Background: an optimization exercise with open tools, aiming at small area, a short achievable clock period and few clock cycles. Do not read the settings as production practice. Only the layout flow was run in this run; the RTL was not checked for function there.

<file path="flow/design.v">
package chirp_gen_pkg;
  localparam int CHIRP_TYPE_SIZE = 2;
  localparam logic [CHIRP_TYPE_SIZE-1:0] TYPE_UP    = 2'd0;
  localparam logic [CHIRP_TYPE_SIZE-1:0] TYPE_DOWN  = 2'd1;
  localparam logic [CHIRP_TYPE_SIZE-1:0] TYPE_QDOWN = 2'd2;
endpackage
module chirp_add #(
  parameter int W = 32
) (
  input  logic [W-1:0] a,
  input  logic [W-1:0] b,
  input  logic         ci,
  output logic [W-1:0] s
);
  logic [W-1:0] p0, g, p, gn, pn;
  always_comb begin
    p0 = a ^ b;
    g  = a & b;
    p  = p0;
    g[0] = g[0] | (p[0] & ci);
    for (int l = 1; l < W; l = l * 2) begin
      gn = g;
      pn = p;
      for (int i = 0; i < W; i++)
        if ((i / l) % 2 == 1) begin
          gn[i] = g[i] | (p[i] & g[(i / l) * l - 1]);
          pn[i] = p[i] & p[(i / l) * l - 1];
        end
      g = gn;
      p = pn;
    end
    s = p0 ^ {g[W-2:0], ci};
  end
endmodule
module chirp_freq_step #(
  parameter int PRECISION = 32
) (
  input  logic [PRECISION-1:0] freq,
  input  logic [PRECISION-1:0] d,
  input  logic [PRECISION-1:0] w,
  input  logic                 cin,
  input  logic                 k,
  input  logic                 up,
  input  logic                 use_test,    
  input  logic                 force_fold,  
  output logic [PRECISION-1:0] next_freq
);
  localparam int P = PRECISION;
  logic [P-1:0] s, t;
  logic [P-1:0] t_sum, t_car;
  logic [P:0]   x_a, x_b, x_c, x_sum, x_car, x;
  logic         ovf;
  logic         fold;
  always_comb begin
    t_sum = freq ^ d ^ w;
    t_car = {(freq[P-2:0] & d[P-2:0]) | (freq[P-2:0] & w[P-2:0]) | (d[P-2:0] & w[P-2:0]), k};
    x_a   = {freq[P-1], freq};
    x_b   = {d[P-1], d};
    x_c   = {up, up, w[P-1:1]};
    x_sum = x_a ^ x_b ^ x_c;
    x_car = {(x_a[P-1:0] & x_b[P-1:0]) | (x_a[P-1:0] & x_c[P-1:0]) | (x_b[P-1:0] & x_c[P-1:0]), 1'b1};
  end
  chirp_add #(.W(P))   u_s (.a(freq),  .b(d),     .ci(cin),  .s(s));
  chirp_add #(.W(P))   u_t (.a(t_sum), .b(t_car), .ci(1'b0), .s(t));
  chirp_add #(.W(P+1)) u_x (.a(x_sum), .b(x_car), .ci(1'b0), .s(x));
  always_comb begin
    ovf  = (freq[P-1] == d[P-1]) && (s[P-1] != freq[P-1]);
    fold = use_test ? (up ^ x[P] ^ ovf) : force_fold;
    next_freq = fold ? t : s;
  end
endmodule
import chirp_gen_pkg::*;
module chirp_gen #(
  parameter int PRECISION = 32,
  parameter int SYM_W     = 12
) (
  input  logic                       clk,
  input  logic                       rst,
  input  logic                       sym_valid,
  output logic                       sym_ready,
  input  logic [SYM_W-1:0]           sym_value,
  input  logic [CHIRP_TYPE_SIZE-1:0] chirp_type,
  input  logic [3:0]                 sf,
  input  logic [PRECISION-1:0]       bw_sr,
  input  logic [PRECISION-1:0]       phase_inc,
  input  logic [PRECISION-1:0]       symbol_size,
  output logic                       out_valid,
  input  logic                       out_ready,
  output logic [PRECISION-1:0]       phase_out,
  output logic [PRECISION-1:0]       freq_out,
  output logic                       sym_done
);
  localparam int P  = PRECISION;
  localparam int MB = P - SYM_W;    
  logic          st_mul;    
  logic          st_sub;    
  logic          st_run;    
  logic          up_r;      
  logic          cin_r;     
  logic [P-1:0]  w_r;       
  logic [P-1:0]  d_r;       
  logic [P-1:0]  cnt_r;     
  logic          shifting;
  logic          m_last;
  logic          cnt_one;
  logic          size_zero;
  logic          req_up;
  logic          beat;
  logic          start;
  logic          mult;
  logic          accept;
  logic [P-1:0]  next_freq;
  logic [P-1:0]  cnt_dec;
  logic [P-1:0]  phase_sum;
  chirp_add #(.W(P)) u_phase (.a(phase_out), .b(freq_out), .ci(1'b0), .s(phase_sum));
  chirp_add #(.W(P)) u_cnt   (.a(cnt_r), .b('1), .ci(1'b0), .s(cnt_dec));
  always_comb begin
    shifting  = (cnt_r[3:0] != 4'd0);
    m_last    = (cnt_r[P-1:MB+1] == '0);
    cnt_one   = (cnt_r == P'(1));
    size_zero = (symbol_size == '0);
    req_up    = (chirp_type == TYPE_UP);
    out_valid = st_run;
    beat      = st_run && out_ready;
    start     = sym_valid && ((!st_mul && !st_sub && !st_run) || (beat && cnt_one));
    mult      = st_mul && !shifting;
    sym_ready = st_sub || (mult && m_last);
    accept    = sym_ready && sym_valid;
  end
  chirp_freq_step #(
    .PRECISION (P)
  ) u_freq_step (
    .freq       (freq_out),
    .d          (d_r),
    .w          (w_r),
    .cin        (cin_r),
    .k          (cin_r || up_r),
    .up         (up_r),
    .use_test   (st_run),
    .force_fold (st_mul && cnt_r[MB]),
    .next_freq  (next_freq)
  );
  always_ff @(posedge clk or posedge rst) begin
    if (rst) begin
      st_mul    <= 1'b0;
      st_sub    <= 1'b0;
      st_run    <= 1'b0;
      up_r      <= 1'b0;
      cin_r     <= 1'b0;
      sym_done  <= 1'b0;
      phase_out <= '0;
    end else begin
      sym_done <= 1'b0;
      if (beat) begin
        phase_out <= phase_sum;
        if (cnt_one) begin
          sym_done  <= 1'b1;
          st_run    <= 1'b0;
        end
      end
      if (start) begin
        up_r      <= 1'b0;
        cin_r     <= 1'b1;
        st_mul    <= req_up;
        st_sub    <= !req_up;
      end
      if (mult) begin
        cin_r     <= 1'b0;
        if (m_last) st_mul <= 1'b0;
      end
      if (accept) begin
        up_r      <= req_up;
        cin_r     <= !req_up;
        st_mul    <= 1'b0;
        st_sub    <= 1'b0;
        if (size_zero) begin
          sym_done  <= 1'b1;
        end else begin
          st_run    <= 1'b1;
        end
      end
    end
  end
  logic          s_start, s_beat, s_shift, s_mult, s_acc, s_acc_up;
  logic [P-1:0]  half_in;
  logic [P-1:0]  freq_d, d_d, w_d, cnt_d;
  always_comb begin
    s_start  = start;
    s_beat   = beat && !start;
    s_shift  = st_mul && shifting;
    s_mult   = mult && !accept;
    s_acc    = accept;
    s_acc_up = accept && req_up;
    half_in  = {1'b0, bw_sr[P-1:1]};
    freq_d = ({P{s_start}} & (half_in ^ {P{req_up}}))
           | ({P{s_beat || mult || s_acc}} & next_freq)
           | ({P{!(s_start || s_beat || mult || s_acc)}} & freq_out);
    d_d    = ({P{s_start && !req_up}} & ~phase_inc)
           | ({P{s_acc_up}} & phase_inc)
           | ({P{!(s_start || s_acc_up)}} & d_r);
    w_d    = ({P{s_start || s_acc_up}} & (bw_sr ^ {P{s_acc_up}}))
           | ({P{s_shift}} & {1'b0, w_r[P-1:1]})
           | ({P{s_mult}} & {w_r[P-2:0], 1'b0})
           | ({P{!(s_start || s_acc_up || s_shift || s_mult)}} & w_r);
    cnt_d  = ({P{s_start}} & {sym_value, {(MB-4){1'b0}}, sf})
           | ({P{s_beat}} & cnt_dec)
           | ({P{s_shift}} & {cnt_r[P-1:4], cnt_dec[3:0]})
           | ({P{s_mult}} & {1'b0, cnt_r[P-1:MB+1], cnt_r[MB-1:0]})
           | ({P{s_acc}} & symbol_size)
           | ({P{!(s_start || s_beat || s_shift || s_mult || s_acc)}} & cnt_r);
  end
  always_ff @(posedge clk) begin
    freq_out <= freq_d;
    d_r      <= d_d;
    w_r      <= w_d;
    cnt_r    <= cnt_d;
  end
endmodule
</file>
<file path="flow/flow/run.sh">
#!/bin/bash
# Standard layout, with plain buf_1 cells as the port buffers.
export BUFFER_PORTS_ARGS="-buffer_cell sky130_fd_sc_hd__buf_1"
bash standard.sh > standard.log 2>&1
</file>
<file path="flow/standard.sh">
#!/bin/bash
# synth_recipe.tcl (not shown) runs the flow's synth.tcl, then flattens the netlist and writes it again
# the make line also repeats each setting of config.mk as NAME=value (left out here)
make -C /OpenROAD-flow-scripts/flow DESIGN_CONFIG=/design/flow/config.mk WORK_HOME=/design/flow/orfs CLKGATE_MAP_FILE= SYNTH_SCRIPT=/design/flow/synth_recipe.tcl "${@:-finish}"
</file>
<file path="flow/config.mk">
export PLATFORM = sky130hd
export DESIGN_NAME = chirp_gen
export DESIGN_NICKNAME = chirp_gen
export VERILOG_FILES = /design/flow/design.v
export SDC_FILE = /design/flow/constraint.sdc
export NUM_CORES = 4
export LEC_CHECK = 0
export CAP_MARGIN = 20
export CORE_MARGIN = 2
export CORE_UTILIZATION = 55
export CTS_BUF_LIST = sky130_fd_sc_hd__clkbuf_4 sky130_fd_sc_hd__clkbuf_8 sky130_fd_sc_hd__clkbuf_16
export SETUP_SLACK_MARGIN = 5
export SLEW_MARGIN = 20
</file>
<file path="flow/constraint.sdc">
create_clock -name core_clock -period 9.0 [get_ports {clk}]
set_input_delay 1.8000 -clock core_clock [delete_from_list [all_inputs] [get_ports {clk}]]
set_output_delay 1.8000 -clock core_clock [all_outputs]
set_load 0.01 [all_outputs]
</file>
==> impl_results.md <==
- Status: finished clean
- Die extent in y: about 160 um
- GR peak layer: met2
- Crit-path max cell delay: between 500 and 600 ps
- Cell variety after synth: 71
- First-pass GRT wire length: 67.34 mm
- Critical path cell sequence: inv_1 > fa_1 > inv_1 > ha_1 > nand4_1 > nor3_2 > o21ai_0 > a31oi_2 > nor3_1 > xnor2_2 > xnor2_2 > a21oi_4 > buf_12 > mux2_2 > o21ai_1
- Worst endpoint data arrival time: roughly 4200 ps
- I/O pins: approximately 190
- Crit path time final: 3851 ps
- DRT Pass-1 Iters: 7
- P&R area growth vs syn: 13.54%
- # nets final: 2087
- RSZ-0062 raised after global routing: yes
- Die W: 164.0 um
- Number of global-route vias before repair: ~12000
- Setup Crit Path Kind: register to register
- Worst Max-Slew Pin Slew: between 800 and 900 ps
- Max-Cap Viols: 0
- Slack of the worst reg-to-reg path: roughly 5100 ps
- Starting density of the core: between 50% and 60%
- Final cell count without fillers: 2105
- Top-area cell type share of the netlist area: between 15 and 20%
- Setup Total Neg Slack: 0 ps
- Max Buffers Root-to-Sink: 2
- Placed instance area: 0.01505 mm^2
- Start point of the worst hold path: cnt_r[1]
- H-tree Lvls: 4
- Initial antenna violation count: 0
- Hold Vio Cnt, Final: 0
- Via Count: around 13000
- FF+latch count, synth: approximately 170
- Remaining antenna violation count: 0
- Met2 GRT Util: between 50% and 60%
- Setup WS pre-CTS: 3906 ps
- Clock-pin slew on the worst setup and hold paths: approximately 70 ps
- Final WL: ~43 mm
- Family with the most delay on the worst path: adder cells
- Clock tree root buffer cell: clkbuf_16
- Fin area: ~0.016 mm^2
- Hold Path End: cnt_r[1]
- Post-synth ARST share: between 20% and 30%
- Post-synth top flop: dfxtp_1
- Hold WC Path Type: register to register
- Worst-path maximum fanout: 10
- Setup crit end kind: register
- RR Startpoint: freq_out[22]
- Leading area contributor after synthesis: dfxtp_1
- Largest net degree at the start of global routing: 68
- CP required: approximately 9400 ps
- Core Area: between 0.02 and 0.03 mm^2
- Cell Area, Synth: 0.01408 mm^2
- Max stage delay cell, worst path: dfxtp_1
- Initial DRC count: 1128
- Wirelength per Cell: roughly 20 um
- Final Setup Violations: 0
- Post-synth EDFFs: 0
- GR Util met3: 4.924%
- Number of placement rows: between 50 and 60
- GP Congestion: 0.8775
- Final core utilization: a little under two thirds
- Worst-Skew Late Latency: 450 ps
- Placed cells: between 2000 and 2500
- Share of post-route cells with drive strength above 1: roughly 7.8%
- Mean Syn Cell Area: 8.798 um^2
- Residual DRC: 0
- Worst reg2reg path depth: 15
- Hold path depth: 1
- GR Layer Usage met1: ~45%
- Clk sinks: around 170
- Total global-route track usage: between 30% and 40%
- Warnings from Yosys: 4
- Clock skew: 16.60 ps
- CP bufs+invs: 3
- Drt via density: between 6 and 7
- Max-slew violations: 0
- Worst Setup Start Kind: register
- Worst R2R End: freq_out[1]
- Syn Nets: a little under 2000
- Cells after synthesis: between 1500 and 2000
- CTS tree: yes
- Area contributors post-synth: dfxtp_1 (18%), ha_1 (11%), fa_1 (11%)
- TritonCTS buffer count: 17
- Final worst slack: around 5100 ps
- Residual overflow from global routing: 0
- Die ar.: between 0.02 and 0.03 mm^2
- Period utilization: 42.79%
- Post-detail-place hpwl: a little over 30 mm
- Fmax: 0.2597 GHz
- Sequential share of the synthesized area: 24.96%
- Slew margin rel.: between 40% and 50%
- Final hold slack: around 500 ps
- Ant. Diodes: 0
- Port-buffer cells: 184
synthesized netlist by cell type (9+ instances only):
cell type  count
inv_1        102
clkbuf_1      64
nand2_1      175
o211ai_1      30
nor3_1        40
xor2_1        36
o21a_1        12
dfxtp_1      128
xnor2_1       70
nor4_1        16
ha_1         128
and3_1        22
dfrtp_1       38
nand3_1       32
nand4_1       12
a222oi_1      22
mux2i_1       20
o31ai_1       12
mux2_2         9
a221o_1       49
a21oi_1       68
o21ai_0      111
a22oi_1       41
a211oi_1      18
a21o_1        28
fa_1          79
nand2b_1      16
o311ai_0      11
nor2_1        87
a221oi_1      25
metal layers:
| metal | wire (um) | vias up |
|---|---|---|
| met4 | 591 | 0 |
| met1 | 19410 | 6284 |
| met5 | 0 | - |
| met2 | 19680 | 484 |
| li1 | - | 6212 |
| met3 | 2892 | 51 |
flip-flops by register name (all words and copies together) (netlist names):
signal     count
sym_done       1
st_sub         1
freq_out      32
phase_out     32
cnt_r         32
st_mul         1
cin_r          1
d_r           32
up_r           1
st_run         1
w_r           32
layout make-up:
| cell class | instances | area (um^2) |
|---|---|---|
| Clock inverter | 14 | 136.4 |
| Timing Repair Buffer | 218 | 1036 |
| Tap cell | 330 | 412.9 |
| Fill cell | 2222 | 9200 |
| Inverter | 102 | 384.1 |
| Multi-Input combinational cell | 1257 | 10040 |
| Clock buffer | 18 | 432.9 |
| Sequential cell | 166 | 3540 |
worst max-delay path by stage:
stage,start,endpoint,cells after the start
after floorplan,out_ready,cnt_r[19],12
after global placement,out_ready,cnt_r[9],11
after detailed placement,out_ready,cnt_r[9],11
after CTS,chirp_type[0],w_r[27],8
after global routing,d_r[10],freq_out[16],15
final,freq_out[22],freq_out[1],15
logic make-up (layout without fill, tap and decap cells):
kind of cell             Yosys count  count (layout)  share of synthesized area (%)
flip-flops                       166             166                          24.96
buffers and inverters            178             352                          5.040
XOR/XNOR                         107             107                          6.711
adder cells (fa/ha/maj)          207             207                          22.61
AND/OR/NAND/NOR                  440             441                          14.84
AO/OA/AOI/OAI                    473             473                          23.69
multiplexers                      29              29                          2.142
layout by cell type, fill, tap and decap left out, drive strengths merged, types with 16 or more instances in the layout:
cell	instances
a211oi	18
a21o	28
a21oi	70
a221o	49
a221oi	25
a222oi	22
a22oi	42
and3	24
buf	215
clkbuf	21
dfrtp	38
dfxtp	128
fa	79
ha	128
inv	109
mux2i	20
nand2	175
nand2b	16
nand3	32
nor2	88
nor3	41
nor4	20
o211ai	30
o21ai	117
xnor2	71
xor2	36
timing repair:
action                     in CTS  in global routing
cloned                          1                  2
gates resized for setup        23                 32
buffers inserted                5                 11
pin swaps                       2                 10
setup endpoints to repair      87                 89
hold endpoints to repair        0                  0
hold buffers                    0                  0

==> port drivers added, routing unchanged <==
How much do the figures lean on ideal ports? The routed layout below was timed once more, with nothing changed but the port constraints.
Step 1 (the two cells are an assumption about what drives the block):
set clk [get_ports {clk}]
set_driving_cell -lib_cell sky130_fd_sc_hd__clkbuf_16 $clk
set_driving_cell -lib_cell sky130_fd_sc_hd__buf_2 [delete_from_list [all_inputs] $clk]
Step 2 also shifts input and output timing later by t, the mid clock arrival at the registers, as if the neighbouring blocks saw the same clock.
Three values: no drivers, after step 1, after step 2; two values: the first two.
t (ns): 0.491
setup WS [ns]: 5.149 / 5.112 / 4.688
worst register clock-pin slew, ns: 0.08 / 0.08
After both steps this run still meets setup and hold. The setup slack of this run moves by -0.037 ns with the drivers and by -0.461 ns with both steps.
